This design comes from an exercise in tuning for small area and a short achievable clock period on the open sky130 flow, not from production work.
No functional check of the RTL was part of any run shown here.

[design/flow/design.v]
module sdf_delay_line
#(
	parameter int DEPTH = 8,	 
	parameter int W     = 26	 
)
(
	input  logic         CLK,
	input  logic         shift_i,	 
	input  logic [W-1:0] data_i,
	output logic [W-1:0] data_o	 
);
	logic [DEPTH*W-1:0] sr;	 
	always_ff @(posedge CLK)
	begin
		if (shift_i)
		begin
			if (DEPTH > 1)
				sr <= {sr[(DEPTH-1)*W-1:0], data_i};	 
			else
				sr <= data_i;
		end
	end
	assign data_o = sr[DEPTH*W-1 -: W];
endmodule
module sdf_add
#(
	parameter int W = 13
)
(
	input  logic [W-1:0] a_i,
	input  logic [W-1:0] b_i,
	input  logic         c_i,
	output logic [W-1:0] s_o
);
	localparam int N = W + 1;	 
	localparam int L = $clog2(N);	 
	logic [W-1:0]     p;
	logic [(L+1)*N-1:0] gg;	 
	logic [(L+1)*N-1:0] gp;	 
	assign p = a_i ^ b_i;
	assign gg[N-1:0] = {a_i & b_i, c_i};
	assign gp[N-1:0] = {p, 1'b0};
	for (genvar l = 0; l < L; l++)
	begin : g_lvl
		for (genvar i = 0; i < N; i++)
		begin : g_pos
			if ((i >> l) & 1)
			begin : g_op
				localparam int J = ((i >> l) << l) - 1;	 
				assign gg[(l+1)*N+i] = gg[l*N+i] | (gp[l*N+i] & gg[l*N+J]);
				assign gp[(l+1)*N+i] = gp[l*N+i] & gp[l*N+J];
			end
			else
			begin : g_pass
				assign gg[(l+1)*N+i] = gg[l*N+i];
				assign gp[(l+1)*N+i] = gp[l*N+i];
			end
		end
	end
	assign s_o = p ^ gg[L*N +: W];
endmodule
module sdf_bf_stage
#(
	parameter int DEPTH       = 8,	 
	parameter bit ROT_MINUS_J = 1'b0,	 
	parameter int IW          = 12,	 
	parameter int OW          = 13	 
)
(
	input  logic            CLK,
	input  logic            RST,
	input  logic            valid_i,
	input  logic [2*IW-1:0] data_i,
	output logic            valid_o,
	output logic [2*OW-1:0] data_o
);
	localparam int CW = $clog2(2 * DEPTH);	 
	logic [CW-1:0]        cnt;
	logic                 second_half;
	logic                 rot;
	logic signed [IW-1:0] in_re;
	logic signed [IW-1:0] in_im;
	logic signed [OW-1:0] b_re;
	logic signed [OW-1:0] b_im;
	logic signed [OW-1:0] a_re;
	logic signed [OW-1:0] a_im;
	logic [OW-1:0]        bg_re;	 
	logic [OW-1:0]        bg_im;
	logic [OW-1:0]        x_re;	 
	logic [OW-1:0]        x_im;
	logic [OW-1:0]        res_re;
	logic [OW-1:0]        res_im;
	logic [OW-1:0]        dif_re;
	logic [OW-1:0]        dif_im;
	logic [OW-1:0]        fb_re;
	logic [OW-1:0]        fb_im;
	logic [2*OW-1:0]      buf_q;
	assign in_re = data_i[2*IW-1:IW];	 
	assign in_im = data_i[IW-1:0];
	assign b_re  = in_re;	 
	assign b_im  = in_im;
	assign a_re  = buf_q[2*OW-1:OW];	 
	assign a_im  = buf_q[OW-1:0];
	logic [3:0] sh_q;	 
	logic [1:0] rot_q;	 
	logic       sh_flip;
	logic       rot_flip;
	if (CW > 1)
	begin : g_flip
		assign sh_flip  = (cnt[CW-2:0] == '1);	 
	end
	else
	begin : g_flip1
		assign sh_flip  = 1'b1;
	end
	if (ROT_MINUS_J && CW > 2)
	begin : g_rot
		assign rot_flip = !cnt[CW-1] && (cnt[CW-3:0] == '1);	 
	end
	else if (ROT_MINUS_J && CW == 2)
	begin : g_rot2
		assign rot_flip = !cnt[1];
	end
	else
	begin : g_norot
		assign rot_flip = 1'b0;
	end
	always_ff @(posedge CLK or posedge RST)
	begin
		if (RST)
		begin
			sh_q  <= '0;
			rot_q <= '0;
		end
		else if (valid_i)
		begin
			if (sh_flip)
				sh_q <= ~sh_q;
			if (rot_flip)
				rot_q <= ~rot_q;
		end
	end
	assign second_half = sh_q[0];
	assign rot         = rot_q[0];
	assign bg_re = sh_q[0] ? b_re : '0;
	assign bg_im = sh_q[1] ? b_im : '0;
	assign x_re  = rot_q[0] ? a_im : a_re;
	assign x_im  = rot_q[1] ? ~a_re : a_im;
	sdf_add #(.W (OW)) u_res_re (.a_i (x_re), .b_i (bg_re), .c_i (1'b0), .s_o (res_re));
	sdf_add #(.W (OW)) u_res_im (.a_i (x_im), .b_i (bg_im), .c_i (rot_q[1]), .s_o (res_im));
	sdf_add #(.W (OW)) u_dif_re (.a_i (a_re), .b_i (~b_re), .c_i (1'b1), .s_o (dif_re));
	sdf_add #(.W (OW)) u_dif_im (.a_i (a_im), .b_i (~b_im), .c_i (1'b1), .s_o (dif_im));
	assign fb_re = sh_q[2] ? dif_re : b_re;
	assign fb_im = sh_q[3] ? dif_im : b_im;
	sdf_delay_line #(
		.DEPTH (DEPTH),
		.W     (2 * OW)
	) u_delay_line (
		.CLK     (CLK),
		.shift_i (valid_i),	 
		.data_i  ({fb_re, fb_im}),
		.data_o  (buf_q)
	);
	always_ff @(posedge CLK or posedge RST)
	begin
		if (RST)
		begin
			cnt     <= '0;
			valid_o <= 1'b0;
		end
		else
		begin
			valid_o <= valid_i;
			if (valid_i)
				cnt <= cnt + 1'b1;	 
		end
	end
	always_ff @(posedge CLK)
		data_o <= {res_re, res_im};
endmodule
module sdf_twiddle_mul
(
	input  logic        CLK,
	input  logic        RST,
	input  logic        pre_valid_i,	 
	input  logic        valid_i,
	input  logic [27:0] data_i,	 
	output logic        valid_o,
	output logic [27:0] data_o
);
	localparam logic [3:0] LAG = 4'd12;
	logic [3:0]         cnt;	 
	logic [3:0]         pos;
	logic [4:0]  sr_d, si_d, sr_q, si_q;
	logic        ck_d, ch_d, ct_d;	 
	logic [1:0]  en_a_q, en_b_q, en_c_q, ck_q, ch_q;	 
	always_comb
	begin
		sr_d = '0;
		si_d = '0;
		si_d[4:3] = 2'd1;
		ck_d = 1'b0;
		ch_d = 1'b0;
		case (pos)
			4'd6:	 
			begin
				sr_d[4:3] = 2'd1;
				si_d[4:3] = 2'd0; si_d[2] = 1'b1;
			end
			4'd5, 4'd10:	 
			begin
				ch_d = 1'b1;
				sr_d[4:3] = 2'd2;
				si_d[4:3] = 2'd3;
			end
			4'd7, 4'd14:	 
			begin
				ch_d = 1'b1;
				sr_d[4:3] = 2'd3;
				si_d[4:3] = 2'd2; si_d[2] = 1'b1;
			end
			4'd9:	 
			begin
				ck_d = 1'b1;
				sr_d[4:3] = 2'd0; sr_d[1] = 1'b1;
				si_d[4:3] = 2'd1; si_d[1] = 1'b0; si_d[0] = 1'b1;
			end
			4'd11, 4'd13:	 
			begin
				ck_d = 1'b1;
				sr_d[4:3] = 2'd1; sr_d[1] = 1'b0;
				si_d[4:3] = 2'd0; si_d[2] = 1'b1; si_d[1] = 1'b1;
			end
			4'd15:	 
			begin
				ck_d = 1'b1;
				sr_d[4:3] = 2'd0; sr_d[2] = 1'b1; sr_d[1] = 1'b1; sr_d[0] = 1'b1;
				si_d[4:3] = 2'd1; si_d[2] = 1'b1; si_d[1] = 1'b0;
			end
			default: ;	 
		endcase
	end
	assign ct_d = !ck_d && !ch_d;
	assign pos  = cnt - LAG;
	always_ff @(posedge CLK or posedge RST)
	begin
		if (RST)
			cnt <= '0;
		else if (pre_valid_i)
			cnt <= cnt + 1'b1;	 
	end
	always_ff @(posedge CLK)
	begin
		sr_q      <= sr_d;
		si_q      <= si_d;
		en_a_q[0] <= pre_valid_i && (ck_d || ct_d);
		en_a_q[1] <= !pre_valid_i || ck_d || ct_d;
		en_b_q[0] <= pre_valid_i && (ck_d || ch_d);
		en_b_q[1] <= !pre_valid_i || ck_d || ch_d;
		en_c_q[0] <= pre_valid_i && ck_d;
		en_c_q[1] <= !pre_valid_i || ck_d;
		ck_q[0]   <= pre_valid_i && ck_d;
		ck_q[1]   <= !pre_valid_i || ck_d;
		ch_q[0]   <= pre_valid_i && ch_d;
		ch_q[1]   <= !pre_valid_i || ch_d;
	end
	logic signed [13:0] d_re;
	logic signed [13:0] d_im;
	logic signed [14:0] e_re;
	logic signed [14:0] e_im;
	logic [14:0]        s_add;	 
	logic [14:0]        s_sub;	 
	assign d_re = data_i[27:14];
	assign d_im = data_i[13:0];
	assign e_re = d_re;	 
	assign e_im = d_im;
	sdf_add #(.W (15)) u_add (.a_i (e_re), .b_i (e_im), .c_i (1'b0), .s_o (s_add));
	sdf_add #(.W (15)) u_sub (.a_i (e_im), .b_i (~e_re), .c_i (1'b1), .s_o (s_sub));
	function automatic logic [14:0] pick_u(input logic [4:0] s, input logic [14:0] re, input logic [14:0] im,
		input logic [14:0] sa, input logic [14:0] ss);
		logic [14:0] x;
		case (s[4:3])
			2'd0:    x = re;
			2'd1:    x = im;
			2'd2:    x = sa;
			default: x = ss;
		endcase
		pick_u = s[2] ? ~x : x;
	endfunction
	function automatic logic [15:0] pick_v(input logic [4:0] s, input logic [14:0] re, input logic [14:0] im);
		logic [15:0] x;
		x = s[1] ? {im[14], im} : {re[14], re};
		pick_v = s[0] ? ~x : x;
	endfunction
	logic [14:0] u_re, u_im;
	logic [15:0] v_re, v_im;
	assign u_re = pick_u(sr_q, e_re, e_im, s_add, s_sub);
	assign u_im = pick_u(si_q, e_re, e_im, s_add, s_sub);
	assign v_re = pick_v(sr_q, e_re, e_im);
	assign v_im = pick_v(si_q, e_re, e_im);
	logic [14:0] uf_re, uf_im;
	logic [15:0] vm_re, vm_im;
	logic [1:0]  b_ea, b_eb, b_ec, b_k;
	logic [3:0]  b_case;	 
	logic [1:0]  b_nu, b_nv;
	always_ff @(posedge CLK)
	begin
		uf_re   <= {~u_re[14], u_re[13:0]};
		uf_im   <= {~u_im[14], u_im[13:0]};
		vm_re   <= ck_q[0] ? {~v_re[15], v_re[14:0]} : (ch_q[0] ? {~u_re[14], u_re[13:0], 1'b0} : 16'h8000);
		vm_im   <= ck_q[1] ? {~v_im[15], v_im[14:0]} : (ch_q[1] ? {~u_im[14], u_im[13:0], 1'b0} : 16'h8000);
		b_ea[0] <= valid_i && en_a_q[0];
		b_ea[1] <= !valid_i || en_a_q[1];
		b_eb[0] <= valid_i && en_b_q[0];
		b_eb[1] <= !valid_i || en_b_q[1];
		b_ec[0] <= valid_i && ck_q[0];
		b_ec[1] <= !valid_i || ck_q[1];
		b_k[0]  <= !(valid_i && !ck_q[0]);
		b_k[1]  <= valid_i && ck_q[1];
		b_case  <= {ck_q[0], ch_q[0], ck_q[1], ch_q[1]};
		b_nu    <= {sr_q[2], si_q[2]};
		b_nv    <= {sr_q[0], si_q[0]};
	end
	localparam int LC = 6;	 
	logic [27:0]    s_re, c_re, s_im, c_im;
	logic [LC:0]    lo_re, lo_im;
	logic [27:LC]   bs_re, bc_re, bs_im, bc_im;
	logic           bk_re, bk_im;
	logic [27-LC:0] p_re, p_im;
	sdf_tw_tree u_tree_re (
		.uf_i   (uf_re),
		.ea_i   (b_ea[0]),
		.eb_i   (b_eb[0]),
		.ec_i   (b_ec[0]),
		.vm_i   (vm_re),
		.k_i    (b_k[0]),
		.case_i (b_case[3:2]),
		.nu_i   (b_nu[1]),
		.nv_i   (b_nv[1]),
		.sum_o  (s_re),
		.cry_o  (c_re)
	);
	sdf_tw_tree u_tree_im (
		.uf_i   (uf_im),
		.ea_i   (b_ea[1]),
		.eb_i   (b_eb[1]),
		.ec_i   (b_ec[1]),
		.vm_i   (vm_im),
		.k_i    (b_k[1]),
		.case_i (b_case[1:0]),
		.nu_i   (b_nu[0]),
		.nv_i   (b_nv[0]),
		.sum_o  (s_im),
		.cry_o  (c_im)
	);
	assign lo_re = {1'b0, s_re[LC-1:0]} + {1'b0, c_re[LC-1:0]};
	assign lo_im = {1'b0, s_im[LC-1:0]} + {1'b0, c_im[LC-1:0]};
	always_ff @(posedge CLK)
	begin
		bs_re <= s_re[27:LC];
		bc_re <= c_re[27:LC];
		bk_re <= lo_re[LC];
		bs_im <= s_im[27:LC];
		bc_im <= c_im[27:LC];
		bk_im <= lo_im[LC];
	end
	sdf_add #(.W (28 - LC)) u_cpa_re (.a_i (bs_re), .b_i (bc_re), .c_i (bk_re), .s_o (p_re));
	sdf_add #(.W (28 - LC)) u_cpa_im (.a_i (bs_im), .b_i (bc_im), .c_i (bk_im), .s_o (p_im));
	always_ff @(posedge CLK)
		data_o <= {p_re[27-LC:14-LC], p_im[27-LC:14-LC]};
	logic va, vb;
	always_ff @(posedge CLK or posedge RST)
	begin
		if (RST)
		begin
			va      <= 1'b0;
			vb      <= 1'b0;
			valid_o <= 1'b0;
		end
		else
		begin
			va      <= valid_i;
			vb      <= va;
			valid_o <= vb;
		end
	end
endmodule
module sdf_tw_tree
(
	input  logic [14:0] uf_i,	 
	input  logic        ea_i,	 
	input  logic        eb_i,	 
	input  logic        ec_i,	 
	input  logic [15:0] vm_i,	 
	input  logic        k_i,	 
	input  logic [1:0]  case_i,	 
	input  logic        nu_i,	 
	input  logic        nv_i,	 
	output logic [27:0] sum_o,
	output logic [27:0] cry_o
);
	logic [27:0] ra, rb0, rb6, rb10, rc5, rc8, rv7, rv11, rv12, rv1;
	logic [14:0] ua_i, ub_i, ucn_i;	 
	logic [15:0] vd;	 
	logic [27:0] cst;	 
	assign ua_i  = ea_i ? uf_i : 15'h4000;	 
	assign ub_i  = eb_i ? uf_i : 15'h4000;
	assign ucn_i = ec_i ? ~uf_i : 15'h3fff;
	assign vd    = k_i ? ~vm_i : 16'h7fff;
	assign ra   = 28'(ua_i) << 14;
	assign rb0  = 28'(ub_i);
	assign rb6  = 28'(ub_i) << 6;
	assign rb10 = 28'(~ub_i) << 10;
	assign rc5  = 28'(ucn_i) << 5;
	assign rc8  = 28'(ucn_i) << 8;
	assign rv7  = 28'(vm_i) << 7;
	assign rv11 = 28'(vm_i) << 11;
	assign rv12 = 28'(vm_i) << 12;
	assign rv1  = 28'(vd) << 1;
	always_comb
	begin
		case ({case_i, nu_i, nv_i})
			4'b0000: cst = 28'h266e522;
			4'b0010: cst = 28'h2672522;
			4'b0100: cst = 28'h266e522;
			4'b0110: cst = 28'h2671263;
			4'b1000: cst = 28'h266e522;
			4'b1001: cst = 28'h266fda0;
			4'b1010: cst = 28'h2672043;
			4'b1011: cst = 28'h26738c1;
			default: cst = 28'h266e522;
		endcase
	end
	logic fc10, fc102, fc104, fc106, fc108, fc110, fc112, fc114, fc116, fc118, fc120, fc122, fc124, fc126, fc128, fc130, fc132, fc134, fc136, fc138, fc14, fc140, fc142, fc144, fc146, fc148, fc150, fc152, fc154, fc156, fc158, fc160, fc162, fc164, fc166, fc172, fc174, fc176, fc178, fc18, fc180, fc182, fc184, fc186, fc188, fc190, fc192, fc194, fc196, fc198, fc200, fc202, fc204, fc206, fc208, fc210, fc212, fc222, fc224, fc226, fc228, fc230, fc232, fc234, fc236, fc238, fc24, fc240, fc242, fc244, fc246, fc248, fc250, fc252, fc254, fc256, fc258, fc26, fc260, fc262, fc264, fc266, fc30, fc32, fc36, fc38, fc4, fc40, fc42, fc44, fc46, fc48, fc50, fc52, fc54, fc56, fc58, fc6, fc60, fc62, fc64, fc66, fc68, fc70, fc72, fc74, fc76, fc78, fc80, fc82, fc84, fc86, fc88, fc92, fc98, fs101, fs103, fs105, fs107, fs109, fs111, fs113, fs115, fs117, fs119, fs121, fs123, fs125, fs127, fs129, fs13, fs131, fs133, fs135, fs137, fs139, fs141, fs143, fs145, fs147, fs149, fs151, fs153, fs155, fs157, fs159, fs161, fs163, fs165, fs17, fs171, fs173, fs175, fs177, fs179, fs181, fs183, fs185, fs187, fs189, fs191, fs193, fs195, fs197, fs199, fs201, fs203, fs205, fs207, fs209, fs211, fs221, fs223, fs225, fs227, fs229, fs23, fs231, fs233, fs235, fs237, fs239, fs241, fs243, fs245, fs247, fs249, fs25, fs251, fs253, fs255, fs257, fs259, fs261, fs263, fs265, fs29, fs3, fs31, fs35, fs37, fs39, fs41, fs43, fs45, fs47, fs49, fs5, fs51, fs53, fs55, fs57, fs59, fs61, fs63, fs65, fs67, fs69, fs71, fs73, fs75, fs77, fs79, fs81, fs83, fs85, fs87, fs9, fs91, fs97, hc100, hc12, hc16, hc168, hc170, hc2, hc20, hc214, hc216, hc218, hc22, hc220, hc28, hc34, hc8, hc90, hc94, hc96, hs1, hs11, hs15, hs167, hs169, hs19, hs21, hs213, hs215, hs217, hs219, hs27, hs33, hs7, hs89, hs93, hs95, hs99;
	assign hs1 = cst[12] ^ rb0[12];
	assign hc2 = cst[12] & rb0[12];
	assign fs3 = cst[13] ^ rb0[13] ^ rb6[13];
	assign fc4 = (cst[13] & rb0[13]) | (cst[13] & rb6[13]) | (rb0[13] & rb6[13]);
	assign fs5 = cst[14] ^ ra[14] ^ rb0[14];
	assign fc6 = (cst[14] & ra[14]) | (cst[14] & rb0[14]) | (ra[14] & rb0[14]);
	assign hs7 = rb6[14] ^ rb10[14];
	assign hc8 = rb6[14] & rb10[14];
	assign fs9 = cst[15] ^ ra[15] ^ rb6[15];
	assign fc10 = (cst[15] & ra[15]) | (cst[15] & rb6[15]) | (ra[15] & rb6[15]);
	assign hs11 = rb10[15] ^ rc5[15];
	assign hc12 = rb10[15] & rc5[15];
	assign fs13 = cst[16] ^ ra[16] ^ rb6[16];
	assign fc14 = (cst[16] & ra[16]) | (cst[16] & rb6[16]) | (ra[16] & rb6[16]);
	assign hs15 = rb10[16] ^ rc5[16];
	assign hc16 = rb10[16] & rc5[16];
	assign fs17 = ~(ra[17] ^ rb6[17]);
	assign fc18 = ra[17] | rb6[17];
	assign hs19 = ~ra[18];
	assign hc20 = ra[18];
	assign hs21 = cst[8] ^ rb0[8];
	assign hc22 = cst[8] & rb0[8];
	assign fs23 = cst[9] ^ rb0[9] ^ rb6[9];
	assign fc24 = (cst[9] & rb0[9]) | (cst[9] & rb6[9]) | (rb0[9] & rb6[9]);
	assign fs25 = cst[10] ^ rb0[10] ^ rb6[10];
	assign fc26 = (cst[10] & rb0[10]) | (cst[10] & rb6[10]) | (rb0[10] & rb6[10]);
	assign hs27 = rb10[10] ^ rc5[10];
	assign hc28 = rb10[10] & rc5[10];
	assign fs29 = cst[11] ^ rb0[11] ^ rb6[11];
	assign fc30 = (cst[11] & rb0[11]) | (cst[11] & rb6[11]) | (rb0[11] & rb6[11]);
	assign fs31 = rb10[11] ^ rc5[11] ^ rc8[11];
	assign fc32 = (rb10[11] & rc5[11]) | (rb10[11] & rc8[11]) | (rc5[11] & rc8[11]);
	assign hs33 = rv7[11] ^ rv11[11];
	assign hc34 = rv7[11] & rv11[11];
	assign fs35 = rb6[12] ^ rb10[12] ^ rc5[12];
	assign fc36 = (rb6[12] & rb10[12]) | (rb6[12] & rc5[12]) | (rb10[12] & rc5[12]);
	assign fs37 = rc8[12] ^ rv7[12] ^ rv11[12];
	assign fc38 = (rc8[12] & rv7[12]) | (rc8[12] & rv11[12]) | (rv7[12] & rv11[12]);
	assign fs39 = rv12[12] ^ rv1[12] ^ hs1;
	assign fc40 = (rv12[12] & rv1[12]) | (rv12[12] & hs1) | (rv1[12] & hs1);
	assign fs41 = rb10[13] ^ rc5[13] ^ rc8[13];
	assign fc42 = (rb10[13] & rc5[13]) | (rb10[13] & rc8[13]) | (rc5[13] & rc8[13]);
	assign fs43 = rv7[13] ^ rv11[13] ^ rv12[13];
	assign fc44 = (rv7[13] & rv11[13]) | (rv7[13] & rv12[13]) | (rv11[13] & rv12[13]);
	assign fs45 = rv1[13] ^ fs3 ^ hc2;
	assign fc46 = (rv1[13] & fs3) | (rv1[13] & hc2) | (fs3 & hc2);
	assign fs47 = rc5[14] ^ rc8[14] ^ rv7[14];
	assign fc48 = (rc5[14] & rc8[14]) | (rc5[14] & rv7[14]) | (rc8[14] & rv7[14]);
	assign fs49 = rv11[14] ^ rv12[14] ^ rv1[14];
	assign fc50 = (rv11[14] & rv12[14]) | (rv11[14] & rv1[14]) | (rv12[14] & rv1[14]);
	assign fs51 = fs5 ^ hs7 ^ fc4;
	assign fc52 = (fs5 & hs7) | (fs5 & fc4) | (hs7 & fc4);
	assign fs53 = rc8[15] ^ rv7[15] ^ rv11[15];
	assign fc54 = (rc8[15] & rv7[15]) | (rc8[15] & rv11[15]) | (rv7[15] & rv11[15]);
	assign fs55 = rv12[15] ^ rv1[15] ^ fs9;
	assign fc56 = (rv12[15] & rv1[15]) | (rv12[15] & fs9) | (rv1[15] & fs9);
	assign fs57 = hs11 ^ fc6 ^ hc8;
	assign fc58 = (hs11 & fc6) | (hs11 & hc8) | (fc6 & hc8);
	assign fs59 = rc8[16] ^ rv7[16] ^ rv11[16];
	assign fc60 = (rc8[16] & rv7[16]) | (rc8[16] & rv11[16]) | (rv7[16] & rv11[16]);
	assign fs61 = rv12[16] ^ rv1[16] ^ fs13;
	assign fc62 = (rv12[16] & rv1[16]) | (rv12[16] & fs13) | (rv1[16] & fs13);
	assign fs63 = hs15 ^ fc10 ^ hc12;
	assign fc64 = (hs15 & fc10) | (hs15 & hc12) | (fc10 & hc12);
	assign fs65 = rb10[17] ^ rc5[17] ^ rc8[17];
	assign fc66 = (rb10[17] & rc5[17]) | (rb10[17] & rc8[17]) | (rc5[17] & rc8[17]);
	assign fs67 = rv7[17] ^ rv11[17] ^ rv12[17];
	assign fc68 = (rv7[17] & rv11[17]) | (rv7[17] & rv12[17]) | (rv11[17] & rv12[17]);
	assign fs69 = fs17 ^ fc14 ^ hc16;
	assign fc70 = (fs17 & fc14) | (fs17 & hc16) | (fc14 & hc16);
	assign fs71 = rb6[18] ^ rb10[18] ^ rc5[18];
	assign fc72 = (rb6[18] & rb10[18]) | (rb6[18] & rc5[18]) | (rb10[18] & rc5[18]);
	assign fs73 = rc8[18] ^ rv7[18] ^ rv11[18];
	assign fc74 = (rc8[18] & rv7[18]) | (rc8[18] & rv11[18]) | (rv7[18] & rv11[18]);
	assign fs75 = rv12[18] ^ hs19 ^ fc18;
	assign fc76 = (rv12[18] & hs19) | (rv12[18] & fc18) | (hs19 & fc18);
	assign fs77 = ra[19] ^ rb6[19] ^ rb10[19];
	assign fc78 = (ra[19] & rb6[19]) | (ra[19] & rb10[19]) | (rb6[19] & rb10[19]);
	assign fs79 = rc5[19] ^ rc8[19] ^ rv7[19];
	assign fc80 = (rc5[19] & rc8[19]) | (rc5[19] & rv7[19]) | (rc8[19] & rv7[19]);
	assign fs81 = rv11[19] ^ rv12[19] ^ hc20;
	assign fc82 = (rv11[19] & rv12[19]) | (rv11[19] & hc20) | (rv12[19] & hc20);
	assign fs83 = ra[20] ^ rb6[20] ^ rb10[20];
	assign fc84 = (ra[20] & rb6[20]) | (ra[20] & rb10[20]) | (rb6[20] & rb10[20]);
	assign fs85 = rc8[20] ^ rv7[20] ^ rv11[20];
	assign fc86 = (rc8[20] & rv7[20]) | (rc8[20] & rv11[20]) | (rv7[20] & rv11[20]);
	assign fs87 = ~(ra[21] ^ rb10[21]);
	assign fc88 = ra[21] | rb10[21];
	assign hs89 = rc8[21] ^ rv7[21];
	assign hc90 = rc8[21] & rv7[21];
	assign fs91 = ~(ra[22] ^ rb10[22]);
	assign fc92 = ra[22] | rb10[22];
	assign hs93 = rc8[22] ^ rv7[22];
	assign hc94 = rc8[22] & rv7[22];
	assign hs95 = cst[6] ^ rb0[6];
	assign hc96 = cst[6] & rb0[6];
	assign fs97 = cst[7] ^ rb0[7] ^ rb6[7];
	assign fc98 = (cst[7] & rb0[7]) | (cst[7] & rb6[7]) | (rb0[7] & rb6[7]);
	assign hs99 = rc5[7] ^ rv7[7];
	assign hc100 = rc5[7] & rv7[7];
	assign fs101 = rb6[8] ^ rc5[8] ^ rc8[8];
	assign fc102 = (rb6[8] & rc5[8]) | (rb6[8] & rc8[8]) | (rc5[8] & rc8[8]);
	assign fs103 = rv7[8] ^ rv1[8] ^ hs21;
	assign fc104 = (rv7[8] & rv1[8]) | (rv7[8] & hs21) | (rv1[8] & hs21);
	assign fs105 = rc5[9] ^ rc8[9] ^ rv7[9];
	assign fc106 = (rc5[9] & rc8[9]) | (rc5[9] & rv7[9]) | (rc8[9] & rv7[9]);
	assign fs107 = rv1[9] ^ fs23 ^ hc22;
	assign fc108 = (rv1[9] & fs23) | (rv1[9] & hc22) | (fs23 & hc22);
	assign fs109 = rc8[10] ^ rv7[10] ^ rv1[10];
	assign fc110 = (rc8[10] & rv7[10]) | (rc8[10] & rv1[10]) | (rv7[10] & rv1[10]);
	assign fs111 = fs25 ^ hs27 ^ fc24;
	assign fc112 = (fs25 & hs27) | (fs25 & fc24) | (hs27 & fc24);
	assign fs113 = rv1[11] ^ fs29 ^ fs31;
	assign fc114 = (rv1[11] & fs29) | (rv1[11] & fs31) | (fs29 & fs31);
	assign fs115 = hs33 ^ fc26 ^ hc28;
	assign fc116 = (hs33 & fc26) | (hs33 & hc28) | (fc26 & hc28);
	assign fs117 = fs35 ^ fs37 ^ fs39;
	assign fc118 = (fs35 & fs37) | (fs35 & fs39) | (fs37 & fs39);
	assign fs119 = fc30 ^ fc32 ^ hc34;
	assign fc120 = (fc30 & fc32) | (fc30 & hc34) | (fc32 & hc34);
	assign fs121 = fs41 ^ fs43 ^ fs45;
	assign fc122 = (fs41 & fs43) | (fs41 & fs45) | (fs43 & fs45);
	assign fs123 = fc36 ^ fc38 ^ fc40;
	assign fc124 = (fc36 & fc38) | (fc36 & fc40) | (fc38 & fc40);
	assign fs125 = fs47 ^ fs49 ^ fs51;
	assign fc126 = (fs47 & fs49) | (fs47 & fs51) | (fs49 & fs51);
	assign fs127 = fc42 ^ fc44 ^ fc46;
	assign fc128 = (fc42 & fc44) | (fc42 & fc46) | (fc44 & fc46);
	assign fs129 = fs53 ^ fs55 ^ fs57;
	assign fc130 = (fs53 & fs55) | (fs53 & fs57) | (fs55 & fs57);
	assign fs131 = fc48 ^ fc50 ^ fc52;
	assign fc132 = (fc48 & fc50) | (fc48 & fc52) | (fc50 & fc52);
	assign fs133 = fs59 ^ fs61 ^ fs63;
	assign fc134 = (fs59 & fs61) | (fs59 & fs63) | (fs61 & fs63);
	assign fs135 = fc54 ^ fc56 ^ fc58;
	assign fc136 = (fc54 & fc56) | (fc54 & fc58) | (fc56 & fc58);
	assign fs137 = fs65 ^ fs67 ^ fs69;
	assign fc138 = (fs65 & fs67) | (fs65 & fs69) | (fs67 & fs69);
	assign fs139 = fc60 ^ fc62 ^ fc64;
	assign fc140 = (fc60 & fc62) | (fc60 & fc64) | (fc62 & fc64);
	assign fs141 = fs71 ^ fs73 ^ fs75;
	assign fc142 = (fs71 & fs73) | (fs71 & fs75) | (fs73 & fs75);
	assign fs143 = fc66 ^ fc68 ^ fc70;
	assign fc144 = (fc66 & fc68) | (fc66 & fc70) | (fc68 & fc70);
	assign fs145 = fs77 ^ fs79 ^ fs81;
	assign fc146 = (fs77 & fs79) | (fs77 & fs81) | (fs79 & fs81);
	assign fs147 = fc72 ^ fc74 ^ fc76;
	assign fc148 = (fc72 & fc74) | (fc72 & fc76) | (fc74 & fc76);
	assign fs149 = rv12[20] ^ fs83 ^ fs85;
	assign fc150 = (rv12[20] & fs83) | (rv12[20] & fs85) | (fs83 & fs85);
	assign fs151 = fc78 ^ fc80 ^ fc82;
	assign fc152 = (fc78 & fc80) | (fc78 & fc82) | (fc80 & fc82);
	assign fs153 = rv11[21] ^ rv12[21] ^ fs87;
	assign fc154 = (rv11[21] & rv12[21]) | (rv11[21] & fs87) | (rv12[21] & fs87);
	assign fs155 = hs89 ^ fc84 ^ fc86;
	assign fc156 = (hs89 & fc84) | (hs89 & fc86) | (fc84 & fc86);
	assign fs157 = rv11[22] ^ rv12[22] ^ fs91;
	assign fc158 = (rv11[22] & rv12[22]) | (rv11[22] & fs91) | (rv12[22] & fs91);
	assign fs159 = hs93 ^ fc88 ^ hc90;
	assign fc160 = (hs93 & fc88) | (hs93 & hc90) | (fc88 & hc90);
	assign fs161 = ra[23] ^ rb10[23] ^ rv11[23];
	assign fc162 = (ra[23] & rb10[23]) | (ra[23] & rv11[23]) | (rb10[23] & rv11[23]);
	assign fs163 = rv12[23] ^ fc92 ^ hc94;
	assign fc164 = (rv12[23] & fc92) | (rv12[23] & hc94) | (fc92 & hc94);
	assign fs165 = ra[24] ^ rb10[24] ^ rv11[24];
	assign fc166 = (ra[24] & rb10[24]) | (ra[24] & rv11[24]) | (rb10[24] & rv11[24]);
	assign hs167 = ~ra[25];
	assign hc168 = ra[25];
	assign hs169 = cst[5] ^ rb0[5];
	assign hc170 = cst[5] & rb0[5];
	assign fs171 = rb6[6] ^ rc5[6] ^ rv1[6];
	assign fc172 = (rb6[6] & rc5[6]) | (rb6[6] & rv1[6]) | (rc5[6] & rv1[6]);
	assign fs173 = rv1[7] ^ fs97 ^ hs99;
	assign fc174 = (rv1[7] & fs97) | (rv1[7] & hs99) | (fs97 & hs99);
	assign fs175 = fs101 ^ fs103 ^ fc98;
	assign fc176 = (fs101 & fs103) | (fs101 & fc98) | (fs103 & fc98);
	assign fs177 = fs105 ^ fs107 ^ fc102;
	assign fc178 = (fs105 & fs107) | (fs105 & fc102) | (fs107 & fc102);
	assign fs179 = fs109 ^ fs111 ^ fc106;
	assign fc180 = (fs109 & fs111) | (fs109 & fc106) | (fs111 & fc106);
	assign fs181 = fs113 ^ fs115 ^ fc110;
	assign fc182 = (fs113 & fs115) | (fs113 & fc110) | (fs115 & fc110);
	assign fs183 = fs117 ^ fs119 ^ fc114;
	assign fc184 = (fs117 & fs119) | (fs117 & fc114) | (fs119 & fc114);
	assign fs185 = fs121 ^ fs123 ^ fc118;
	assign fc186 = (fs121 & fs123) | (fs121 & fc118) | (fs123 & fc118);
	assign fs187 = fs125 ^ fs127 ^ fc122;
	assign fc188 = (fs125 & fs127) | (fs125 & fc122) | (fs127 & fc122);
	assign fs189 = fs129 ^ fs131 ^ fc126;
	assign fc190 = (fs129 & fs131) | (fs129 & fc126) | (fs131 & fc126);
	assign fs191 = fs133 ^ fs135 ^ fc130;
	assign fc192 = (fs133 & fs135) | (fs133 & fc130) | (fs135 & fc130);
	assign fs193 = fs137 ^ fs139 ^ fc134;
	assign fc194 = (fs137 & fs139) | (fs137 & fc134) | (fs139 & fc134);
	assign fs195 = fs141 ^ fs143 ^ fc138;
	assign fc196 = (fs141 & fs143) | (fs141 & fc138) | (fs143 & fc138);
	assign fs197 = fs145 ^ fs147 ^ fc142;
	assign fc198 = (fs145 & fs147) | (fs145 & fc142) | (fs147 & fc142);
	assign fs199 = fs149 ^ fs151 ^ fc146;
	assign fc200 = (fs149 & fs151) | (fs149 & fc146) | (fs151 & fc146);
	assign fs201 = fs153 ^ fs155 ^ fc150;
	assign fc202 = (fs153 & fs155) | (fs153 & fc150) | (fs155 & fc150);
	assign fs203 = fs157 ^ fs159 ^ fc154;
	assign fc204 = (fs157 & fs159) | (fs157 & fc154) | (fs159 & fc154);
	assign fs205 = fs161 ^ fs163 ^ fc158;
	assign fc206 = (fs161 & fs163) | (fs161 & fc158) | (fs163 & fc158);
	assign fs207 = rv12[24] ^ fs165 ^ fc162;
	assign fc208 = (rv12[24] & fs165) | (rv12[24] & fc162) | (fs165 & fc162);
	assign fs209 = rv11[25] ^ rv12[25] ^ hs167;
	assign fc210 = (rv11[25] & rv12[25]) | (rv11[25] & hs167) | (rv12[25] & hs167);
	assign fs211 = ra[26] ^ rv11[26] ^ rv12[26];
	assign fc212 = (ra[26] & rv11[26]) | (ra[26] & rv12[26]) | (rv11[26] & rv12[26]);
	assign hs213 = cst[1] ^ rb0[1];
	assign hc214 = cst[1] & rb0[1];
	assign hs215 = rb0[2] ^ rv1[2];
	assign hc216 = rb0[2] & rv1[2];
	assign hs217 = rb0[3] ^ rv1[3];
	assign hc218 = rb0[3] & rv1[3];
	assign hs219 = rb0[4] ^ rv1[4];
	assign hc220 = rb0[4] & rv1[4];
	assign fs221 = rc5[5] ^ rv1[5] ^ hs169;
	assign fc222 = (rc5[5] & rv1[5]) | (rc5[5] & hs169) | (rv1[5] & hs169);
	assign fs223 = hs95 ^ fs171 ^ hc170;
	assign fc224 = (hs95 & fs171) | (hs95 & hc170) | (fs171 & hc170);
	assign fs225 = hc96 ^ fs173 ^ fc172;
	assign fc226 = (hc96 & fs173) | (hc96 & fc172) | (fs173 & fc172);
	assign fs227 = hc100 ^ fs175 ^ fc174;
	assign fc228 = (hc100 & fs175) | (hc100 & fc174) | (fs175 & fc174);
	assign fs229 = fc104 ^ fs177 ^ fc176;
	assign fc230 = (fc104 & fs177) | (fc104 & fc176) | (fs177 & fc176);
	assign fs231 = fc108 ^ fs179 ^ fc178;
	assign fc232 = (fc108 & fs179) | (fc108 & fc178) | (fs179 & fc178);
	assign fs233 = fc112 ^ fs181 ^ fc180;
	assign fc234 = (fc112 & fs181) | (fc112 & fc180) | (fs181 & fc180);
	assign fs235 = fc116 ^ fs183 ^ fc182;
	assign fc236 = (fc116 & fs183) | (fc116 & fc182) | (fs183 & fc182);
	assign fs237 = fc120 ^ fs185 ^ fc184;
	assign fc238 = (fc120 & fs185) | (fc120 & fc184) | (fs185 & fc184);
	assign fs239 = fc124 ^ fs187 ^ fc186;
	assign fc240 = (fc124 & fs187) | (fc124 & fc186) | (fs187 & fc186);
	assign fs241 = fc128 ^ fs189 ^ fc188;
	assign fc242 = (fc128 & fs189) | (fc128 & fc188) | (fs189 & fc188);
	assign fs243 = fc132 ^ fs191 ^ fc190;
	assign fc244 = (fc132 & fs191) | (fc132 & fc190) | (fs191 & fc190);
	assign fs245 = fc136 ^ fs193 ^ fc192;
	assign fc246 = (fc136 & fs193) | (fc136 & fc192) | (fs193 & fc192);
	assign fs247 = fc140 ^ fs195 ^ fc194;
	assign fc248 = (fc140 & fs195) | (fc140 & fc194) | (fs195 & fc194);
	assign fs249 = fc144 ^ fs197 ^ fc196;
	assign fc250 = (fc144 & fs197) | (fc144 & fc196) | (fs197 & fc196);
	assign fs251 = fc148 ^ fs199 ^ fc198;
	assign fc252 = (fc148 & fs199) | (fc148 & fc198) | (fs199 & fc198);
	assign fs253 = fc152 ^ fs201 ^ fc200;
	assign fc254 = (fc152 & fs201) | (fc152 & fc200) | (fs201 & fc200);
	assign fs255 = fc156 ^ fs203 ^ fc202;
	assign fc256 = (fc156 & fs203) | (fc156 & fc202) | (fs203 & fc202);
	assign fs257 = fc160 ^ fs205 ^ fc204;
	assign fc258 = (fc160 & fs205) | (fc160 & fc204) | (fs205 & fc204);
	assign fs259 = fc164 ^ fs207 ^ fc206;
	assign fc260 = (fc164 & fs207) | (fc164 & fc206) | (fs207 & fc206);
	assign fs261 = fc166 ^ fs209 ^ fc208;
	assign fc262 = (fc166 & fs209) | (fc166 & fc208) | (fs209 & fc208);
	assign fs263 = hc168 ^ fs211 ^ fc210;
	assign fc264 = (hc168 & fs211) | (hc168 & fc210) | (fs211 & fc210);
	assign fs265 = ra[27] ^ rv12[27] ^ fc212;
	assign fc266 = (ra[27] & rv12[27]) | (ra[27] & fc212) | (rv12[27] & fc212);
	assign sum_o = {fs265, fs263, fs261, fs259, fs257, fs255, fs253, fs251, fs249, fs247, fs245, fs243, fs241, fs239, fs237, fs235, fs233, fs231, fs229, fs227, fs225, fs223, fs221, hs219, hs217, hs215, rv1[1], cst[0]};
	assign cry_o = {fc264, fc262, fc260, fc258, fc256, fc254, fc252, fc250, fc248, fc246, fc244, fc242, fc240, fc238, fc236, fc234, fc232, fc230, fc228, fc226, fc224, fc222, hc220, hc218, hc216, hc214, hs213, rb0[0]};
endmodule
module sdf_fft_top
(
	input  logic        CLK,
	input  logic        RST,
	input  logic        valid_i,	 
	input  logic [23:0] data_i,	 
	output logic        valid_o,
	output logic        first_o,	 
	output logic [31:0] data_o	 
)
;
	localparam logic [3:0] LAG = 4'd15;
	logic        v0;
	logic        v1;
	logic        v2;
	logic        vt;
	logic        v3;
	logic [23:0] d0;
	logic [25:0] d1;
	logic [27:0] d2;
	logic [27:0] dt;
	logic [29:0] d3;
	logic [3:0]  out_cnt;
	logic [3:0]  out_pos;
	logic        primed;	 
	logic        at_bin0;
	always_ff @(posedge CLK or posedge RST)
	begin
		if (RST)
			v0 <= 1'b0;
		else
			v0 <= valid_i;
	end
	always_ff @(posedge CLK)
		d0 <= data_i;
	sdf_bf_stage #(
		.DEPTH       (8),
		.ROT_MINUS_J (1'b1),
		.IW          (12),
		.OW          (13)
	) u_stage1 (
		.CLK     (CLK),
		.RST     (RST),
		.valid_i (v0),
		.data_i  (d0),
		.valid_o (v1),
		.data_o  (d1)
	);
	sdf_bf_stage #(
		.DEPTH       (4),
		.ROT_MINUS_J (1'b0),
		.IW          (13),
		.OW          (14)
	) u_stage2 (
		.CLK     (CLK),
		.RST     (RST),
		.valid_i (v1),
		.data_i  (d1),
		.valid_o (v2),
		.data_o  (d2)
	);
	sdf_twiddle_mul u_twiddle (	 
		.CLK     (CLK),
		.RST         (RST),
		.pre_valid_i (v1),
		.valid_i     (v2),
		.data_i      (d2),
		.valid_o (vt),
		.data_o  (dt)
	);
	sdf_bf_stage #(
		.DEPTH       (2),
		.ROT_MINUS_J (1'b1),
		.IW          (14),
		.OW          (15)
	) u_stage3 (
		.CLK     (CLK),
		.RST     (RST),
		.valid_i (vt),
		.data_i  (dt),
		.valid_o (v3),
		.data_o  (d3)
	);
	sdf_bf_stage #(
		.DEPTH       (1),
		.ROT_MINUS_J (1'b0),
		.IW          (15),
		.OW          (16)
	) u_stage4 (
		.CLK     (CLK),
		.RST     (RST),
		.valid_i (v3),
		.data_i  (d3),
		.valid_o (),
		.data_o  (data_o)
	);
	assign out_pos = out_cnt - LAG;	 
	assign at_bin0 = (out_pos == '0);
	always_ff @(posedge CLK or posedge RST)
	begin
		if (RST)
		begin
			out_cnt <= '0;
			primed  <= 1'b0;
			valid_o <= 1'b0;
			first_o <= 1'b0;
		end
		else
		begin
			valid_o <= v3 && (primed || at_bin0);	 
			first_o <= v3 && at_bin0;
			if (v3)
			begin
				out_cnt <= out_cnt + 1'b1;
				if (at_bin0)
					primed <= 1'b1;	 
			end
		end
	end
endmodule
[design/flow/flow/run.sh]
#!/bin/bash
# Layout flow: the standard flow, with the port buffers made of buf_2
# cells instead of the resizer's default choice (a delay buffer).
# Timing repair aims for 7.7 ns of setup slack (a 3.3 ns cycle) instead of zero.
# Every step's full output goes to standard_flow.log in this folder.
set -euo pipefail
export BUFFER_PORTS_ARGS="-buffer_cell sky130_fd_sc_hd__buf_2"
export SETUP_SLACK_MARGIN=7.7
bash standard.sh > standard_flow.log 2>&1
[design/flow/standard.sh]
#!/bin/bash
# synth_recipe.tcl (not shown) runs the flow's synth.tcl, then flattens the netlist and writes it again
# the make line also repeats each setting of config.mk as NAME=value (left out here)
make -C /OpenROAD-flow-scripts/flow DESIGN_CONFIG=/design/flow/config.mk WORK_HOME=/design/flow/orfs CLKGATE_MAP_FILE= SYNTH_SCRIPT=/design/flow/synth_recipe.tcl "${@:-finish}"
[design/flow/config.mk]
export PLATFORM = sky130hd
export DESIGN_NAME = sdf_fft_top
export DESIGN_NICKNAME = sdf_fft_top
export VERILOG_FILES = /design/flow/design.v
export SDC_FILE = /design/flow/constraint.sdc
export NUM_CORES = 4
export LEC_CHECK = 0
export CAP_MARGIN = 20
export CORE_MARGIN = 2
export CORE_UTILIZATION = 60
export CTS_CLUSTER_DIAMETER = 150
export CTS_CLUSTER_SIZE = 25
export PLACE_DENSITY = 0.7
export SLEW_MARGIN = 20
[design/flow/constraint.sdc]
create_clock -name core_clock -period 11.0 [get_ports {CLK}]
set_input_delay 2.2000 -clock core_clock [delete_from_list [all_inputs] [get_ports {CLK}]]
set_output_delay 2.2000 -clock core_clock [all_outputs]
set_load 0.01 [all_outputs]
==> impl_metrics.py, run 1 <==
metrics = {
    "sta": {
        "finalCriticalPeriod_ns": 3.317,
        "grt_setup_unrepaired": "true",
        "skew_ns": 0.02649,
        "fmax_mhz": 301.4,
        "setup_viol": 0,
        "worst_pin_slew_ns": 1.018,
        "fin_tns_setup_ns": 0,
        "finalHoldViolCount": 0,
        "drv_slew": 0,
        "slew_headroom_pct": 32.10,
        "period_share_pct": 30.16,
    },
    "setup_path": {
        "worstSetupEndpointType": "primary output",
        "slowest_stage": "dfrtp_1",
        "max_stage_delay_ns": 0.39,
        "crit_arrival_ns": 1.12,
        "startpoint_type": "flip-flop",
        "critical_path.max_fanout": 1,
        "path_buf_inv": 1,
        "crit_required_ns": 8.80,
        "cp_top_family": "flip-flops",
        "crit_type": "flip-flop to primary output",
        "path_cells": "buf_6",
    },
    "floorplan": {
        "die_h_um": 276.3,
        "fp-row-count": 99,
        "io_pins": 61,
        "start_util_pct": 60.77,
        "coreArea_mm2": 0.07321,
        "dieArea_mm2": 0.07634,
        "die_w_um": 276.3,
    },
    "global_route": {
        "grt_max_degree": 89,
        "track_usage_pct": 23.15,
        "gr-total-overflow": 0,
        "grt_pass1_vias": 26570,
        "grt_antenna_before_repair": 0,
        "grt_pass1_wl_um": 139900,
    },
    "synthesis": {
        "synth_area_leaders": "edfxtp_1, dfxtp_1, fa_1",
        "synth_seq_cells": 817,
        "synth_common_cells": "inv_1, edfxtp_1, dfxtp_1",
        "synth_cells": 3896,
        "avgSynthCellArea_um2": 11.42,
        "ys.flop_type": "edfxtp_1",
        "ys_seq_area_share_pct": 46.55,
        "async_flop_share_pct": 5.630,
        "syn_area_mm2": 0.04449,
        "synth_edf_count": 412,
        "yosysMostFrequentCell": "inv_1",
        "synth.net_count": 4546,
        "synth.top_cell.area_share_pct": 27.81,
        "yosysWarnings": 11,
        "yosysTopAreaCell": "edfxtp_1",
        "synth_cell_types": 80,
    },
    "route": {
        "routed_wl_um": 87590,
        "dr.pass1.iters": 6,
        "drc": 0,
        "vias": 26430,
        "wl_per_cell_um": 17.80,
        "drt_iter0_drc": 1426,
        "antenna_left": 0,
        "post_drt_via_cell_ratio": 5.371,
    },
    "clocking": {
        "clock_path_buffers": 3,
        "cts_sinks": 817,
        "cts_root_buf": "clkbuf_16",
        "cts_tree": "built",
        "path_clk_slew_ns": 0.10,
        "h-tree-depth": 2,
        "cts_buffers": 38,
        "clk_latency_ns": 0.62,
    },
    "worst_hold_path": {
        "hold_class": "flip-flop to flip-flop",
    },
    "cells_and_area": {
        "layout-drive-gt1-share_pct": 6.788,
        "diodes": 0,
        "final_nets": 4583,
        "fin_util_pct": 64.44,
        "syn_to_final_growth_pct": 6.041,
    },
    "placed_design": {
        "globalplace.congestion": 0.9068,
        "port_buffers": 60,
        "hpwl_um": 66600,
    },
    "status": {
        "status": "complete, no violations",
    },
    "run": {
        "drv_cap": 0,
    },
}
state kept, by name, indices dropped and copies added, names as in the netlist, 5 cells and up:
signal and cells:
d0 24, u_stage1.data_o 26, u_stage1.u_delay_line.sr 208, u_stage2.data_o 28, u_stage2.u_delay_line.sr 112, u_stage3.data_o 30
u_stage3.u_delay_line.sr 60, u_stage4.data_o 32, u_stage4.u_delay_line.sr 32, u_twiddle.bc_im 22, u_twiddle.bc_re 22, u_twiddle.bs_im 22
u_twiddle.bs_re 22, u_twiddle.data_o 28, u_twiddle.u_tree_im.cst 10, u_twiddle.u_tree_re.cst 5, u_twiddle.uf_im 15, u_twiddle.uf_re 15
u_twiddle.vm_im 16, u_twiddle.vm_re 16
cell type report:
| class | instances | area [um^2] |
|---|---|---|
| fill | 5780 | 26030 |
| multi-input combinational | 2402 | 21340 |
| sequential | 817 | 20760 |
| inverter | 585 | 2196 |
| tap | 959 | 1200 |
| clock buffer | 66 | 1056 |
| timing repair buffer | 89 | 551.8 |
| clock inverter | 4 | 67.56 |
through the flow:
step	hold WS, ns	setup WS [ns]	area, um^2	std cells
floorplan	0.3312	7.539	44510	3896
global placement	0.3372	7.240	45750	4837
detailed placement	0.3403	7.215	45750	4837
CTS	0.3627	7.623	46990	4913
global route	0.3875	7.601	47170	4922
finish	0.3580	7.683	47170	4922
logic make-up (layout without fill, tap and decap cells):
group	count (synthesis)	count (layout)	synth area share, %
xor gates and xnor gates	285	285	5.653
muxes	107	107	2.838
adders and majority gates	623	623	22.21
and+or+nand+nor	853	853	9.262
AOI/OAI and AO/OA	534	534	7.751
buffers and inverters	677	744	5.729
DFF	817	817	46.55
layout by cell type (no fill, tap or decap), types with 50 or more instances in the layout:
| master | n |
|---|---|
| and2_1 | 144 |
| xnor2_1 | 189 |
| buf_2 | 57 |
| nand2_1 | 270 |
| edfxtp_1 | 412 |
| xor2_1 | 95 |
| mux2i_1 | 71 |
| ha_1 | 342 |
| nand3_1 | 50 |
| inv_1 | 573 |
| nor3_1 | 57 |
| fa_1 | 275 |
| o21ai_0 | 143 |
| dfxtp_1 | 341 |
| a21oi_1 | 146 |
| nor2_1 | 177 |
timing repair:
action                     in CTS  in global routing
hold buffers                    0                  0
pin swaps                       4                 29
gates resized for setup        27                 49
setup buffers                   6                  9
setup endpoints to repair      42                144
final timing paths:
kind | depth (start not counted) | end | startpoint | slack [ns]
max reg2reg | 10 | u_twiddle.bs_re[14] | u_twiddle.b_ea[0] | 7.70
max | 1 | valid_o | valid_o | 7.68
min reg2reg | 0 | u_twiddle.vb | u_twiddle.va | 0.36
min in group asynchronous | 3 | u_stage4.sh_q[2] | RST | 1.83
max in group asynchronous | 3 | u_stage3.rot_q[1] | RST | 8.55
min | 0 | u_twiddle.vb | u_twiddle.va | 0.36
metal layers:
layer | vias to the layer above | routed length [um] | GRT usage [%]
met5 | - | 0 | 0
li1 | 13020 | - | -
met2 | 425 | 43650 | 41.03
met1 | 12830 | 38040 | 29.55
met3 | 153 | 2435 | 2.138
met4 | 0 | 3462 | 8.883
==> run 2, diff against run 1 <==
--- a/design/flow/config.mk
+++ b/design/flow/config.mk
@@ -5,6 +5,7 @@
 export SDC_FILE = /design/flow/constraint.sdc
 export NUM_CORES = 4
 export LEC_CHECK = 0
+export ABC_AREA = 1
 export CAP_MARGIN = 20
 export CORE_MARGIN = 2
 export CORE_UTILIZATION = 60
==> impl_metrics.py, run 2 <==
metrics = {
    "synthesis": {
        "synth.top_cell.area_share_pct": 27.49,
        "yosysTopAreaCell": "edfxtp_1",
        "synth_seq_cells": 817,
        "yosysMostFrequentCell": "nand2_1",
        "synth_cell_types": 50,
        "yosysWarnings": 11,
        "avgSynthCellArea_um2": 9.841,
        "synth_area_leaders": "edfxtp_1, dfxtp_1, fa_1",
        "synth_common_cells": "nand2_1, inv_1, edfxtp_1",
        "synth_cells": 4573,
        "synth.net_count": 5223,
        "synth_edf_count": 412,
        "async_flop_share_pct": 5.630,
        "syn_area_mm2": 0.04500,
        "ys_seq_area_share_pct": 46.02,
        "ys.flop_type": "edfxtp_1",
    },
    "setup_path": {
        "reg2reg_depth": 10,
        "reg2reg_from": "u_twiddle.b_eb[0]",
        "crit_type": "flip-flop to primary output",
        "path_buf_inv": 1,
        "worstSetupEndpointType": "primary output",
        "cp.depth": 1,
        "reg2reg_to": "u_twiddle.bs_re[16]",
        "slowest_stage": "dfrtp_1",
        "max_stage_delay_ns": 0.38,
        "crit_required_ns": 8.80,
        "crit_end": "first_o",
        "critical_path.max_fanout": 1,
        "cp_top_family": "flip-flops",
        "cp-startpoint": "first_o",
        "crit_arrival_ns": 1.10,
        "r2r_slack_ns": 7.71,
        "path_cells": "buf_2",
        "startpoint_type": "flip-flop",
    },
    "sta": {
        "finalHoldViolCount": 0,
        "slew_headroom_pct": 29.29,
        "period_share_pct": 30.01,
        "fin_hold_ws_ns": 0.3554,
        "worst_pin_slew_ns": 1.061,
        "worst_slack_ns": 7.699,
        "fmax_mhz": 303.0,
        "fin_tns_setup_ns": 0,
        "drv_slew": 0,
        "setup_viol": 0,
        "finalCriticalPeriod_ns": 3.301,
        "skew_ns": 0.02333,
        "grt_setup_unrepaired": "true",
    },
    "global_route": {
        "gr-total-overflow": 0,
        "track_usage_pct": 24.05,
        "grt_pass1_wl_um": 148100,
        "grt_antenna_before_repair": 0,
        "grt_max_degree": 140,
        "grt_pass1_vias": 29110,
    },
    "route": {
        "drt_iter0_drc": 1446,
        "drc": 0,
        "antenna_left": 0,
        "post_drt_via_cell_ratio": 5.120,
        "routed_wl_um": 90620,
        "vias": 28770,
        "wl_per_cell_um": 16.13,
        "dr.pass1.iters": 5,
    },
    "placed_design": {
        "globalplace.congestion": 0.9353,
        "port_buffers": 60,
        "dp.cells": 5520,
        "hpwl_um": 69820,
        "pre_cts_ws_ns": 7.436,
    },
    "cells_and_area": {
        "fin_util_pct": 64.17,
        "final_cell_mix": "nand2_1, inv_1, edfxtp_1, dfxtp_1, ha_1",
        "largest_reg_flops": 208,
        "reg_top3": "u_stage1.u_delay_line.sr x208, u_stage2.u_delay_line.sr x112, u_stage3.u_delay_line.sr x60",
        "layout_commonest_cell": "nand2_1",
        "layout-drive-gt1-share_pct": 4.731,
        "top_register": "u_stage1.u_delay_line.sr",
        "stdcell_count": 5619,
        "final_nets": 5271,
        "syn_to_final_growth_pct": 5.975,
        "diodes": 0,
    },
    "clocking": {
        "cts_sinks": 817,
        "cts_root_buf": "clkbuf_16",
        "clk_latency_ns": 0.61,
        "h-tree-depth": 2,
        "cts_buffers": 38,
        "cts_tree": "built",
        "hold_buffers": 0,
        "clock_path_buffers": 3,
        "path_clk_slew_ns": 0.09,
    },
    "floorplan": {
        "start_util_pct": 60.55,
        "dieArea_mm2": 0.07721,
        "coreArea_mm2": 0.07432,
        "die_w_um": 277.9,
        "fp-row-count": 100,
        "io_pins": 61,
        "die_h_um": 277.9,
    },
    "status": {
        "status": "complete, no violations",
    },
    "run": {
        "drv_cap": 0,
    },
    "worst_hold_path": {
        "hold_class": "flip-flop to flip-flop",
    },
}
[run 2: final cells by class]
| type | instances | area [um^2] |
|---|---|---|
| Clock buffer | 66 | 1056 |
| Clock inverter | 3 | 45.04 |
| Fill cell | 6121 | 26630 |
| Inverter | 916 | 3448 |
| Multi-Input combinational cell | 2754 | 20620 |
| Sequential cell | 817 | 20740 |
| Tap cell | 969 | 1212 |
| Timing Repair Buffer | 92 | 564.3 |
| Timing Repair inverter | 2 | 10.01 |
[run 2: repair_timing]
action                     in CTS  in global routing
gates resized for setup        28                 29
pin swaps                      14                 24
setup endpoints to repair      22                 36
buffers inserted               12                 16
cloned                          0                  2
[run 2: through the flow]
stage	area [um^2]
finish	47690
global route	47690
CTS	47460
detailed placement	46210
global placement	46210
floorplan	45060
[run 2: cells by family (layout without fill, tap and decap cells)]
family          Yosys count  after routing  share of synthesized area, %
buf+inv                1002           1079                         8.477
simple gates           1416           1416                         12.89
fa+ha+maj               623            623                         21.96
xor+xnor                220            220                         4.282
flops                   817            817                         46.02
mux                      12             12                        0.3003
compound gates          483            483                         6.069
[run 2: per-layer routing]
layer / vias up / GRT usage [%] / share of wire (%)
li1: 14540 / - / -
met5: - / 0 / 0
met1: 13530 / 29.96 / 43
met4: 0 / 10.85 / 5.0
met3: 204 / 2.156 / 2.9
met2: 495 / 42.60 / 49
[run 2: worst min path at each step]
stage / from / endpoint / cells past startpoint
2_1_floorplan: u_twiddle.vb / u_twiddle.valid_o / 0
3_3_place_gp: u_twiddle.va / u_twiddle.vb / 0
3_5_place_dp: u_twiddle.va / u_twiddle.vb / 0
4_1_cts: u_twiddle.va / u_twiddle.vb / 0
5_1_grt: u_twiddle.vb / u_twiddle.valid_o / 0
6_report: u_twiddle.va / u_twiddle.vb / 0
==> run 3, diff against run 2 <==
==> design/flow/flow/run.sh (replaced) <==
#!/bin/bash
# Layout flow: the standard flow, with the port buffers made of buf_2
# cells instead of the resizer's default choice (a delay buffer).
# Timing repair aims for 7.85 ns of setup slack (a 3.15 ns cycle) instead of zero.
# Every step's full output goes to standard_flow.log in this folder.
set -euo pipefail
export BUFFER_PORTS_ARGS="-buffer_cell sky130_fd_sc_hd__buf_2"
export SETUP_SLACK_MARGIN=7.85
bash standard.sh > standard_flow.log 2>&1
--- a/design/flow/config.mk
+++ b/design/flow/config.mk
@@ -5,7 +5,6 @@
 export SDC_FILE = /design/flow/constraint.sdc
 export NUM_CORES = 4
 export LEC_CHECK = 0
-export ABC_AREA = 1
 export CAP_MARGIN = 20
 export CORE_MARGIN = 2
 export CORE_UTILIZATION = 60
==> impl_metrics.py, run 3 <==
metrics = {
    "status": {
        "status": "complete, no violations",
    },
    "worst_hold_path": {
        "holdPathEnd": "u_twiddle.vb",
        "hold_class": "flip-flop to flip-flop",
        "hold_path_depth": 0,
        "min-delay-start": "u_twiddle.va",
    },
    "sta": {
        "fin_tns_setup_ns": 0,
        "finalCriticalPeriod_ns": 3.303,
        "grt_setup_unrepaired": "true",
        "drv_slew": 0,
        "worst_pin_slew_ns": 1.015,
        "slew_headroom_pct": 32.31,
        "period_share_pct": 30.03,
        "fmax_mhz": 302.7,
        "finalHoldViolCount": 0,
        "skew_ns": 0.02620,
        "setup_viol": 0,
    },
    "synthesis": {
        "avgSynthCellArea_um2": 11.42,
        "async_flop_share_pct": 5.630,
        "synth_edf_count": 412,
        "synth_area_leaders": "edfxtp_1, dfxtp_1, fa_1",
        "ys_seq_area_share_pct": 46.55,
        "synth_cells": 3896,
        "ys.flop_type": "edfxtp_1",
        "synth_cell_types": 80,
        "yosysMostFrequentCell": "inv_1",
        "synth_seq_cells": 817,
        "synth.top_cell.area_share_pct": 27.81,
        "synth_common_cells": "inv_1, edfxtp_1, dfxtp_1",
        "syn_area_mm2": 0.04449,
        "yosysWarnings": 11,
        "synth.net_count": 4546,
        "yosysTopAreaCell": "edfxtp_1",
    },
    "route": {
        "antenna_left": 0,
        "drc": 0,
        "wl_per_cell_um": 17.78,
        "dr.pass1.iters": 5,
        "vias": 26250,
        "routed_wl_um": 87860,
        "post_drt_via_cell_ratio": 5.312,
        "drt_iter0_drc": 1367,
    },
    "cells_and_area": {
        "layout_commonest_cell": "inv_1",
        "multi_input_area_mm2": 0.02158,
        "final_nets": 4603,
        "layout-drive-gt1-share_pct": 8.561,
        "ff_latch_area_mm2": 0.02078,
        "diodes": 0,
        "top_register": "u_stage1.u_delay_line.sr",
        "fin_util_pct": 65.06,
        "reg_top3": "u_stage1.u_delay_line.sr x208, u_stage2.u_delay_line.sr x112, u_stage3.u_delay_line.sr x60",
        "final_cell_mix": "inv_1, edfxtp_1, dfxtp_1, ha_1",
        "largest_reg_flops": 208,
        "syn_to_final_growth_pct": 7.057,
        "final_area_mm2": 0.04763,
        "n_fill_cell": 5698,
    },
    "clocking": {
        "hold_buffers": 0,
        "path_clk_slew_ns": 0.09,
        "cts_tree": "built",
        "clock_path_buffers": 3,
        "cts_root_buf": "clkbuf_16",
        "h-tree-depth": 2,
        "cts_sinks": 817,
        "clk_latency_ns": 0.62,
        "cts_buffers": 38,
    },
    "global_route": {
        "grt_pass1_wl_um": 141400,
        "grt_antenna_before_repair": 1,
        "track_usage_pct": 23.31,
        "grt_pass1_vias": 26820,
        "gr-total-overflow": 0,
        "grt_max_degree": 84,
    },
    "run": {
        "drv_cap": 0,
    },
    "setup_path": {
        "cp-startpoint": "u_twiddle.b_eb[1]",
        "reg2reg_to": "u_twiddle.bs_im[14]",
        "startpoint_type": "flip-flop",
        "critical_path.max_fanout": 5,
        "crit_arrival_ns": 3.84,
        "slowest_stage": "fa_1",
        "r2r_slack_ns": 7.70,
        "reg2reg_depth": 11,
        "worstSetupEndpointType": "flip-flop",
        "reg2reg_from": "u_twiddle.b_eb[1]",
        "worst_path_most_repeated_cell": "fa_1",
        "path_cells": "buf_6, nand2b_4, fa_1, inv_1, fa_1, inv_1, fa_1, inv_1, fa_1, inv_2, fa_2",
        "crit_type": "flip-flop to flip-flop",
        "crit_required_ns": 11.54,
        "max_stage_delay_ns": 0.52,
    },
    "floorplan": {
        "die_h_um": 276.3,
        "start_util_pct": 60.77,
        "io_pins": 61,
        "die_w_um": 276.3,
        "coreArea_mm2": 0.07321,
        "fp-row-count": 99,
        "dieArea_mm2": 0.07634,
    },
    "placed_design": {
        "dpl_cell_area_mm2": 0.04580,
        "globalplace.congestion": 0.9477,
        "hpwl_um": 67010,
        "port_buffers": 60,
    },
}
-- run 3: area by class of cell --
type / count / area share (%)
inverters: 585 / 4.619
clock buffers: 66 / 2.217
well taps: 959 / 2.519
clock inverters: 4 / 0.1419
multi-input cells: 2402 / 45.31
repair buffers: 109 / 1.563
flip-flops and latches: 817 / 43.63
-- run 3: worst max-delay path by stage --
| stage | to | slack, ns | depth (start not counted) |
|---|---|---|---|
| finish | u_twiddle.bs_im[14] | 7.70 | 11 |
| floorplan | u_twiddle.bs_re[15] | 7.80 | 9 |
| global route | u_twiddle.bs_re[14] | 7.64 | 11 |
| global placement | u_twiddle.bs_im[15] | 7.59 | 8 |
| detailed placement | u_stage3.data_o[14] | 7.58 | 10 |
| CTS | first_o | 7.66 | 1 |
-- run 3: worst max-delay path, delay by kind of cell (launching register included) --
| family | cells | cell delay [ns] |
|---|---|---|
| flops | 1 | 0.37 |
| buf+inv | 5 | 0.33 |
| fa+ha+maj | 5 | 2.48 |
| simple gates | 1 | 0.06 |
-- run 3: through the flow --
step                      cells  setup slack (ns)  hold WS [ns]
after floorplan            3896             7.803        0.3312
after global routing       4942             7.636        0.3731
after CTS                  4932             7.663        0.3613
after detailed placement   4838             7.584        0.3394
after global placement     4838             7.593        0.3341
final                      4942             7.697        0.3572
-- run 3: cells by family (layout without fill, tap and decap cells) --
logic type	count (synthesis)	count (layout)	share of synthesized area, %
fa+ha+maj	623	623	22.21
flops	817	817	46.55
simple gates	853	853	9.262
xor+xnor	285	285	5.653
buf+inv	677	764	5.729
mux	107	107	2.838
compound gates	534	534	7.751
-- run 3: timing repair --
item | CTS | global route
pin swaps | 11 | 35
setup buffers | 24 | 10
endpoints found under the setup margin | 81 | 183
gates resized for setup | 64 | 74
-- run 3: per-layer routing --
metal  share of wire, %  routed length (um)  track usage, %
met5                  0                   0               0
met2                 50               44250           41.76
met1                 44               38490           30.01
met4                3.2                2783           7.356
met3                2.7                2347           2.155

what the ideal ports hide:
In the flow no input, the clock included, has a driving cell. The finished layouts below were timed again as built, in two steps. Step 1 (the two cells are an assumption about what drives the block):
set clk [get_ports {CLK}]
set_driving_cell -lib_cell sky130_fd_sc_hd__clkbuf_16 $clk
set_driving_cell -lib_cell sky130_fd_sc_hd__buf_2 [delete_from_list [all_inputs] $clk]
Step 2 also shifts input and output timing later by t, the mid clock arrival at the registers, as if the neighbouring blocks saw the same clock. Slacks: ideal / step 1 / step 2; pairs: ideal / step 1.
| run | t, ns | slack for setup (ns) | worst hold slack (ns) | worst slew at a driven data input, ns | cell pins on the clock port's net |
|---|---|---|---|---|---|
| run 1 | 0.667 | 7.683 / 7.620 / 7.702 | 0.358 / 0.358 / 0.358 | 0.03 | 1 |
| run 2 | 0.665 | 7.699 / 7.633 / 7.708 | 0.355 / 0.355 / 0.355 | 0.04 | 1 |
| run 3 | 0.667 | 7.697 / 7.649 / 7.697 | 0.357 / 0.357 / 0.357 | 0.03 | 1 |
After both steps every run listed still meets setup and hold.
